This is an optimization exercise on Yosys and OpenROAD, whose aim is small area, a short achievable clock period and few clock cycles per item, not a production implementation.
RTL that was checked went through simulation tests only; none was proved equivalent to the original.
Power is estimated from default activity; no workload was simulated.

Setup of run A:
## sme_top
module sme_top (
    input  logic           clk,
    input  logic           rst_n,
    input  sme_pkg::char_t chardata,
    input  logic           isstring,
    input  logic           ispattern,
    output logic           out_valid,
    output logic           match,
    output logic [4:0]     match_index
);
Size in the first run: ~1100 cells after synthesis, about 320 flip-flops, roughly 19 I/O pins, about 14000 um^2 of cells after synthesis.
==> flow/config.mk <==
export PLATFORM = sky130hd
export DESIGN_NAME = sme_top
export DESIGN_NICKNAME = sme_top
export VERILOG_FILES = /design/flow/design.v
export SDC_FILE = /design/flow/constraint.sdc
export NUM_CORES = 4
export LEC_CHECK = 0
export CAP_MARGIN = 20
export CORE_MARGIN = 2
export CORE_UTILIZATION = 50
export CTS_BUF_LIST = sky130_fd_sc_hd__clkbuf_16
export CTS_CLUSTER_DIAMETER = 120
export CTS_CLUSTER_SIZE = 30
export PLACE_DENSITY = 0.6
export SETUP_SLACK_MARGIN = 5
export SLEW_MARGIN = 20
==> flow/constraint.sdc <==
create_clock -name core_clock -period 8.0 [get_ports {clk}]
set_input_delay 1.6000 -clock core_clock [delete_from_list [all_inputs] [get_ports {clk}]]
set_output_delay 1.6000 -clock core_clock [all_outputs]
set_load 0.01 [all_outputs]
standard.sh (not shown) runs the stock make flow with config.mk's settings and CLKGATE_MAP_FILE= SYNTH_SCRIPT=/design/flow/synth_recipe.tcl, a recipe that flattens the netlist after the stock synthesis.
==> flow/flow/run.sh <==
#!/bin/bash
# Standard layout with a tighter setup repair target and stronger port buffers.
set -uo pipefail
bash standard.sh SETUP_SLACK_MARGIN=5.45 \
    "BUFFER_PORTS_ARGS=-buffer_cell sky130_fd_sc_hd__buf_2" \
    finish > standard.log 2>&1
Testbench counts of run A, summed over its fixed seeds: cycles 7,731, queries 512.
The following lists how run B was set up differently from run A:
diff --git a/flow/config.mk b/flow/config.mk
--- a/flow/config.mk
+++ b/flow/config.mk
@@ -9,3 +9,3 @@
 export CORE_MARGIN = 2
-export CORE_UTILIZATION = 50
+export CORE_UTILIZATION = 40
 export CTS_BUF_LIST = sky130_fd_sc_hd__clkbuf_16
@@ -13,3 +13,2 @@
 export CTS_CLUSTER_SIZE = 30
-export PLACE_DENSITY = 0.6
 export SETUP_SLACK_MARGIN = 5
Findings:
- On setup slack of the critical path after layout, run A and run B are basically level.
- Per the comparison of run B with run A, average via count per standard cell saw a decrease, number of global-route vias before repair went down 149, fmax closely matched the old numbers, area added between synthesis and finish went up by 0.26 points, global routing usage on met2 decreased by 7.1 points relative to the old numbers.
- On run B: final cell count is 5.1% higher than what run A gave.
- Taking run A as the reference, in run B tightest hold margin shows a reduction of 0.021 ns; layout inverter count without the clock tree shows no meaningful change.
- Going from run A to run B, initial core utilization moved down, cell area level.
## Diff of input files: run C against run B
==> flow/flow/run.sh <==
#!/bin/bash
# Standard layout with plain buffers on the ports in place of the delay
# cells buffer_ports picks by default.
set -uo pipefail
bash standard.sh "BUFFER_PORTS_ARGS=-buffer_cell sky130_fd_sc_hd__buf_2" \
    finish > standard.log 2>&1
diff --git a/flow/config.mk b/flow/config.mk
--- a/flow/config.mk
+++ b/flow/config.mk
@@ -11,4 +11,5 @@
 export CTS_BUF_LIST = sky130_fd_sc_hd__clkbuf_16
-export CTS_CLUSTER_DIAMETER = 120
-export CTS_CLUSTER_SIZE = 30
+export CTS_CLUSTER_DIAMETER = 100
+export CTS_CLUSTER_SIZE = 26
+export PLACE_DENSITY = 0.75
 export SETUP_SLACK_MARGIN = 5
### Flow results
- Power: run C draws more than run B
- Delta (run C minus run B): number of buffers outside the clock class in the layout increased 10%, first-iteration detailed-routing DRC count increased about 7.5%.
- Detailed-routed wire length on met2 (higher): run C
- Comparing run C with run B, the XOR/XNOR share of the synthesized area came out essentially unchanged.
diff inputs: run C => run D
==> flow/flow/run.sh <==
#!/bin/bash
# Standard layout with a tighter setup repair target and stronger port buffers.
set -uo pipefail
bash standard.sh SETUP_SLACK_MARGIN=5.45 \
    "BUFFER_PORTS_ARGS=-buffer_cell sky130_fd_sc_hd__buf_4" \
    finish > standard.log 2>&1
diff --git a/flow/config.mk b/flow/config.mk
--- a/flow/config.mk
+++ b/flow/config.mk
@@ -11,5 +11,4 @@
 export CTS_BUF_LIST = sky130_fd_sc_hd__clkbuf_16
-export CTS_CLUSTER_DIAMETER = 100
-export CTS_CLUSTER_SIZE = 26
-export PLACE_DENSITY = 0.75
+export CTS_CLUSTER_DIAMETER = 120
+export CTS_CLUSTER_SIZE = 30
 export SETUP_SLACK_MARGIN = 5
## What came out
Summary of run D over run C: growth of design area from synthesis to finish has increased, required time reported for the critical path endpoint has decreased, cell area has increased.
| clock-pin slew on the worst setup and hold paths | run C vs run D | ≈ equal |
Of the two values seen for worst-path cell with the longest stage delay, a2111oi_0 was produced by run C and dfrtp_1 by run D.
Changes observed in run D relative to run C: first-iteration DRC count fell by 4.9%, share of the clock period used by the worst path saw a decrease.
Modified inputs, run E compared to run D
==> flow/flow/run.sh <==
#!/bin/bash
# Standard layout with a tighter setup repair target and stronger port buffers.
set -uo pipefail
bash standard.sh SETUP_SLACK_MARGIN=5.45 \
    "BUFFER_PORTS_ARGS=-buffer_cell sky130_fd_sc_hd__buf_2" \
    finish > standard.log 2>&1
diff --git a/flow/config.mk b/flow/config.mk
--- a/flow/config.mk
+++ b/flow/config.mk
@@ -11,4 +11,5 @@
 export CTS_BUF_LIST = sky130_fd_sc_hd__clkbuf_16
-export CTS_CLUSTER_DIAMETER = 120
-export CTS_CLUSTER_SIZE = 30
+export CTS_CLUSTER_DIAMETER = 100
+export CTS_CLUSTER_SIZE = 26
+export PLACE_DENSITY = 0.75
 export SETUP_SLACK_MARGIN = 5
--- outcome ---
The setup slack of run E is larger than that of run D. Final cell area excluding filler cells: run E lower than run D. Summary of the comparison: power density over the cells is higher in run E, relative to run D.

* * *

The RTL this note starts from:
==> flow/design.v <==
`timescale 1ns/10ps
package sme_pkg;
    localparam int STR_LEN = 32;
    localparam int PTN_LEN = 8;
    typedef logic [7:0] char_t;
    localparam char_t CHR_START = 8'h5E;    
    localparam char_t CHR_END   = 8'h24;    
    localparam char_t CHR_ANY   = 8'h2E;    
    localparam char_t CHR_SPACE = 8'h20;
    typedef logic [5:0] str_len_t;
    typedef logic [3:0] ptn_len_t;
    typedef logic [5:0] pos_t;
    typedef struct packed {
        char_t [STR_LEN-1:0] chars;
        str_len_t            len;
    } string_image_t;
    typedef struct packed {
        char_t [PTN_LEN-1:0] chars;
        ptn_len_t            len;
    } pattern_image_t;
    typedef struct packed {
        logic found;
        pos_t offset;
    } scan_result_t;
endpackage
`timescale 1ns/10ps
`timescale 1ns/10ps
`timescale 1ns/10ps
`timescale 1ns/10ps
`timescale 1ns/10ps
`timescale 1ns/10ps
module sme_top (
    input  logic           clk,
    input  logic           rst_n,
    input  sme_pkg::char_t chardata,
    input  logic           isstring,
    input  logic           ispattern,
    output logic           out_valid,
    output logic           match,
    output logic [4:0]     match_index
);
    localparam int NS = 34;    
    logic       isstring_d, ispattern_d;
    logic [4:0] len_q;                       
    sme_pkg::char_t chars_q [0:31];          
    logic [NS-1:0] m_q;                      
    logic [4:0] c_q;                         
    wire first = ~ispattern_d;
    wire is_dot  = (chardata == sme_pkg::CHR_ANY);
    wire is_car  = (chardata == sme_pkg::CHR_START);
    wire is_dol  = (chardata == sme_pkg::CHR_END);
    wire is_anc  = is_car | is_dol;
    logic [5:0]  len6;
    logic [31:0] valid;         
    assign len6 = {len_q == 5'd0, len_q};
    always_comb begin
        for (int i = 0; i < 32; i++) valid[i] = (len6 >= 6'(32 - i));
    end
    logic [NS-1:0] ok;
    always_comb begin
        ok[0] = valid[0] & first & is_car;
        for (int i = 0; i < 32; i++) begin
            logic eq, sp, st;
            eq = (chars_q[i] == chardata);
            sp = (chars_q[i] == sme_pkg::CHR_SPACE);
            st = (i == 31) ? 1'b0 : (~valid[i] & valid[i+1]);
            if (valid[i]) ok[i+1] = is_dot | (is_anc ? sp : eq);
            else          ok[i+1] = st & first & is_car;
        end
        ok[NS-1] = is_dol;
    end
    logic [NS-1:0] m_next;
    always_comb begin
        m_next[0] = ok[0];
        for (int s = 1; s < NS; s++) m_next[s] = ok[s] & (first | m_q[s-1]);
    end
    always_ff @(posedge clk or negedge rst_n) begin
        if (!rst_n) begin
            isstring_d  <= 1'b0;
            ispattern_d <= 1'b0;
        end else begin
            isstring_d  <= isstring;
            ispattern_d <= ispattern;
        end
    end
    always_ff @(posedge clk) begin
        if (isstring) begin
            for (int i = 0; i < 31; i++) chars_q[i] <= chars_q[i+1];
            chars_q[31] <= chardata;
            len_q <= isstring_d ? len_q + 5'd1 : 5'd1;
        end
    end
    always_ff @(posedge clk) begin
        m_q <= m_next;
        c_q <= first ? (len_q - 5'd1 + {4'd0, is_car}) : (c_q - 5'd1);
    end
    logic       found;
    logic [4:0] enc;
    always_comb begin
        found = |m_q;
        enc   = '0;
        for (int s = NS-1; s >= 0; s--) if (m_q[s]) enc = 5'(s);
    end
    wire done = ispattern_d & ~ispattern;
    always_ff @(posedge clk or negedge rst_n) begin
        if (!rst_n) begin
            out_valid   <= 1'b0;
            match       <= 1'b0;
            match_index <= '0;
        end else begin
            out_valid   <= done;
            match       <= done & found;
            match_index <= (done & found) ? enc + c_q : 5'd0;
        end
    end
endmodule
clock: 8.0 ns
lec_check: 0
abc_clock_period_in_ps: 2500
cap_margin: 20
core_margin: 2
core_utilization: 40
setup_slack_margin: 5
slew_margin: 20
run.sh (not shown) runs the stock make flow with config.mk's settings and CLKGATE_MAP_FILE= SYNTH_SCRIPT=/design/flow/synth_recipe.tcl, a recipe that flattens the netlist after the stock synthesis.
Stock flow here: none of the scripts above is used.
The starting point ran to the end with no violations.
Then changed:
--- a/flow/config.mk
+++ b/flow/config.mk
@@ -6,8 +6,6 @@
 export NUM_CORES = 4
 export LEC_CHECK = 0
-export ABC_CLOCK_PERIOD_IN_PS = 2500
 export CAP_MARGIN = 20
 export CORE_MARGIN = 2
 export CORE_UTILIZATION = 40
-export SETUP_SLACK_MARGIN = 5
 export SLEW_MARGIN = 20
The changed run went through all stages and came out clean.
Core utilization is lower by 6.6 points.
Cell area is lower by 13%.
Flip-flop and latch count does not change.
Area after synthesis is unchanged.
Routed wire length is lower by 15%.
Non-clock buffer count is lower by 108.
Function was not checked in any run of this note: the RTL went through the layout flow alone.

* * *

sme_top, a different RTL version from the one above (not shown whole).
Size: about 19 I/O pins, about 0.014 mm2 of cells after synthesis.
export LEC_CHECK = 0
export CAP_MARGIN = 20
export CORE_MARGIN = 2
export CORE_UTILIZATION = 40
export SETUP_SLACK_MARGIN = 5
export SLEW_MARGIN = 20
create_clock -name core_clock -period 8.0 [get_ports {clk}]
standard.sh (not shown) runs the stock make flow with config.mk's settings and CLKGATE_MAP_FILE= SYNTH_SCRIPT=/design/flow/synth_recipe.tcl, a recipe that flattens the netlist after the stock synthesis.
==> flow/flow/run.sh <==
#!/bin/bash
# Standard layout with a tighter setup repair target and stronger port buffers.
set -uo pipefail
bash standard.sh SETUP_SLACK_MARGIN=5.6 \
    "BUFFER_PORTS_ARGS=-buffer_cell sky130_fd_sc_hd__buf_4" \
    finish > standard.log 2>&1
The starting point ran to the end with no violations.
Testbench counts at the start, summed over its fixed seeds: cycles 7,731, queries 512.
Rerun with:
--- a/flow/flow/run.sh
+++ b/flow/flow/run.sh
@@ -4 +4 @@
-bash standard.sh SETUP_SLACK_MARGIN=5.6 \
+bash standard.sh SETUP_SLACK_MARGIN=5.45 \
- CTS_BUF_LIST: default -> sky130_fd_sc_hd__clkbuf_16
- CTS_CLUSTER_DIAMETER: default -> 120
- CTS_CLUSTER_SIZE: default -> 30
Wire length goes down by 3.3%. Maximum frequency goes down by 1.0%. Sequential power is about the same. Setup slack got worse by 0.027 ns. Via count goes down by 2.9%. Hold slack improved by 0.035 ns. Clock skew is about the same.

* * *

sme_top, a different RTL version from the one above (not shown whole).
Size in the first run: about 310 flip-flops, about 19 I/O pins.
==> flow/design.v (excerpt) <==
module sme_top (
    input  logic           clk,
    input  logic           rst_n,
    input  sme_pkg::char_t chardata,
    input  logic           isstring,
    input  logic           ispattern,
    output logic           out_valid,
    output logic           match,
    output logic [4:0]     match_index
);
    localparam int NS = 34;
    logic       isstring_d, ispattern_d;
    logic [4:0] len_q;                       
    sme_pkg::char_t chars_q [0:31];          
    logic [NS-1:0] m_q;                      
    logic [4:0] c_q;                         
    wire first = ~ispattern_d;
    logic [31:0] valid;         
    logic [31:0] stb;           
    logic [NS-1:0] live;        
    logic [31:0] g_any;         
    logic [31:0] g_anc;         
    logic [31:0] g_lit;         
    always_comb begin
        for (int i = 0; i < 32; i++) begin
            valid[i] = ({len_q == 5'd0, len_q} >= 6'(32 - i));
        end
        for (int i = 0; i < 31; i++) stb[i] = ~valid[i] & valid[i+1];
        stb[31] = 1'b0;
        live[0] = 1'b0;
        for (int s = 1; s < NS; s++) live[s] = first | m_q[s-1];
        for (int i = 0; i < 32; i++) begin
            g_any[i] = valid[i] & live[i+1];
            g_anc[i] = g_any[i] & (chars_q[i] == sme_pkg::CHR_SPACE);
            g_lit[i] = g_any[i] & (chars_q[i] != sme_pkg::CHR_START)
                                & (chars_q[i] != sme_pkg::CHR_END);
        end
    end
    wire is_dot = (chardata == sme_pkg::CHR_ANY);
    wire is_car = (chardata == sme_pkg::CHR_START);
    wire is_dol = (chardata == sme_pkg::CHR_END);
    wire is_anc = is_car | is_dol;
    logic [NS-1:0] m_next;
    always_comb begin
        m_next[0] = valid[0] & first & is_car;
  ...
Settings: LEC_CHECK=0, CAP_MARGIN=20, CORE_MARGIN=2, CORE_UTILIZATION=40, SETUP_SLACK_MARGIN=5, SLEW_MARGIN=20; clock period 8.0 ns.
==> flow/flow/run.sh <==
#!/bin/bash
# Standard layout with a tighter setup repair target and stronger port buffers.
set -uo pipefail
bash standard.sh SETUP_SLACK_MARGIN=5.6 \
    "BUFFER_PORTS_ARGS=-buffer_cell sky130_fd_sc_hd__buf_4" \
    finish > standard.log 2>&1
Then changed:
==> flow/run.sh (new file) <==
#!/bin/bash
# synth_recipe.tcl (not shown) runs the flow's synth.tcl, then flattens the netlist and writes it again
# the make line also repeats each setting of config.mk as NAME=value (left out here)
make -C /OpenROAD-flow-scripts/flow DESIGN_CONFIG=/design/flow/config.mk WORK_HOME=/design/flow/orfs CLKGATE_MAP_FILE= SYNTH_SCRIPT=/design/flow/synth_recipe.tcl finish
Settings changed: ABC_AREA set to 1.
removed: flow/flow/run.sh
removed: flow/standard.sh
Outcome: Worst setup slack loses 0.44 ns; non-clock buffer count came out lower by 16; sequential share of layout area came out higher by 1.3 points; wire length came out lower slightly; count of clock-buffer cells in the layout came out lower by 3; clock power hardly moves; die area came out higher slightly.
No run of this note included a check of the RTL's function; only the layout flow was run.

* * *

## old
sme_top with an RTL version that a note above also has.
Size: about 1,100 cells after synthesis, about 320 flip-flops, about 19 I/O pins, roughly 14,000 µm² of cells after synthesis.
export LEC_CHECK = 0
export CAP_MARGIN = 20
export CORE_MARGIN = 2
export CORE_UTILIZATION = 40
export CTS_BUF_LIST = sky130_fd_sc_hd__clkbuf_16
export CTS_CLUSTER_DIAMETER = 120
export CTS_CLUSTER_SIZE = 30
export PLACE_DENSITY = 0.75
export SETUP_SLACK_MARGIN = 5
export SLEW_MARGIN = 20
create_clock -name core_clock -period 8.0 [get_ports {clk}]
==> flow/flow/run.sh <==
#!/bin/bash
# Standard layout with a tighter setup repair target and stronger port buffers.
set -uo pipefail
bash standard.sh SETUP_SLACK_MARGIN=5.45 \
    "BUFFER_PORTS_ARGS=-buffer_cell sky130_fd_sc_hd__buf_2" \
    finish > standard.log 2>&1
Testbench counts of old, summed over its fixed seeds: cycles 7,731, queries 512.
Relative to old, the following input files were edited for new:
# old
export LEC_CHECK = 0
export CAP_MARGIN = 20
export CORE_MARGIN = 2
export CORE_UTILIZATION = 40
export CTS_BUF_LIST = sky130_fd_sc_hd__clkbuf_16
export CTS_CLUSTER_DIAMETER = 120
export CTS_CLUSTER_SIZE = 30
export PLACE_DENSITY = 0.75
export SETUP_SLACK_MARGIN = 5
export SLEW_MARGIN = 20
create_clock -name core_clock -period 8.0 [get_ports {clk}]
# new
export LEC_CHECK = 0
export CAP_MARGIN = 20
export CORE_MARGIN = 2
export CORE_UTILIZATION = 40
export CTS_BUF_LIST = sky130_fd_sc_hd__clkbuf_16
export CTS_CLUSTER_DIAMETER = 120
export CTS_CLUSTER_SIZE = 30
export PLACE_DENSITY = 0.85
export SETUP_SLACK_MARGIN = 5
export SLEW_MARGIN = 20
create_clock -name core_clock -period 8.0 [get_ports {clk}]
[summary]
- Cmp new vs old: layout overhead on the synthesized area higher in new
- new vs. old: final cell count without fillers level, flop-to-flop setup slack went down 40 ps, combinational power higher.
- old has higher share of cell area taken by flip-flops and latches than new.
- Final instance area went up slightly going from old to new.
- Combinational share of power was lower in old than in new.
- Internal power of the cells of old is on par with new.
- The beginning of the critical path comes out match_index[4] in one run and out_valid in the other, namely in new and old respectively.
- As far as global-route congestion overflow total goes, old and new are indistinguishable; the numbers are identical.
- new -> old: multi-input gate share of total cell area flat

[what the ideal ports hide]
In the flow no input, the clock included, has a driving cell. The finished layouts below were timed again as built, in two steps. Step 1 assumes that a clkbuf_16 drives the clock port and a buf_2 every other input. Step 2 times the ports against the registers' clock, not the clock port: input delays grow and output delays shrink by t, the midpoint of the rising clock arrivals with the driver on. Slacks: ideal ports / drivers / drivers and shift; pairs: ideal ports / drivers.
run	t (ns)	setup WS [ns]	hold WS [ns]	slew at the worst register clock pin (ns)	cell pins on the clock port's net
run A	0.552	5.374 / 5.327 / 5.222	0.463 / 0.463 / 0.463	0.12 / 0.12	1
run B	0.556	5.374 / 5.322 / 5.214	0.442 / 0.442 / 0.442	0.12 / 0.12	1
run C	0.554	5.252 / 5.252 / 5.090	0.458 / 0.458 / 0.458	0.10 / 0.10	1
run D	0.540	5.368 / 5.321 / 5.245	0.439 / 0.439 / 0.439	0.12 / 0.12	1
run E	0.546	5.402 / 5.354 / 5.174	0.440 / 0.440 / 0.440	0.11 / 0.11	1
the first run of note 2	0.567	4.403 / 4.406 / 3.840	0.457 / 0.457 / 0.457	0.07 / 0.07	1
the second run of note 2	0.574	2.964 / 2.997 / 2.423	0.466 / 0.466 / 0.466	0.07 / 0.07	1
the first run of note 3	0.555	5.398 / 5.348 / 5.221	0.378 / 0.378 / 0.378	0.06 / 0.06	1
the second run of note 3	0.555	5.371 / 5.320 / 5.227	0.413 / 0.413 / 0.413	0.12 / 0.12	1
the first run of note 4	0.580	4.988 / 4.922 / 4.342	0.484 / 0.484 / 0.484	0.06 / 0.06	1
the second run of note 4	0.566	4.551 / 4.551 / 4.508	0.469 / 0.469 / 0.469	0.06 / 0.06	1
old	0.546	5.385 / 5.337 / 5.158	0.447 / 0.447 / 0.447	0.12 / 0.12	1
new	0.544	5.375 / 5.331 / 5.175	0.441 / 0.441 / 0.441	0.12 / 0.12	1
After both steps every run listed still meets setup and hold. For the first run of note 4, which loses most, drivers alone change the setup slack by -0.066 ns; drivers and shift together by -0.646 ns.
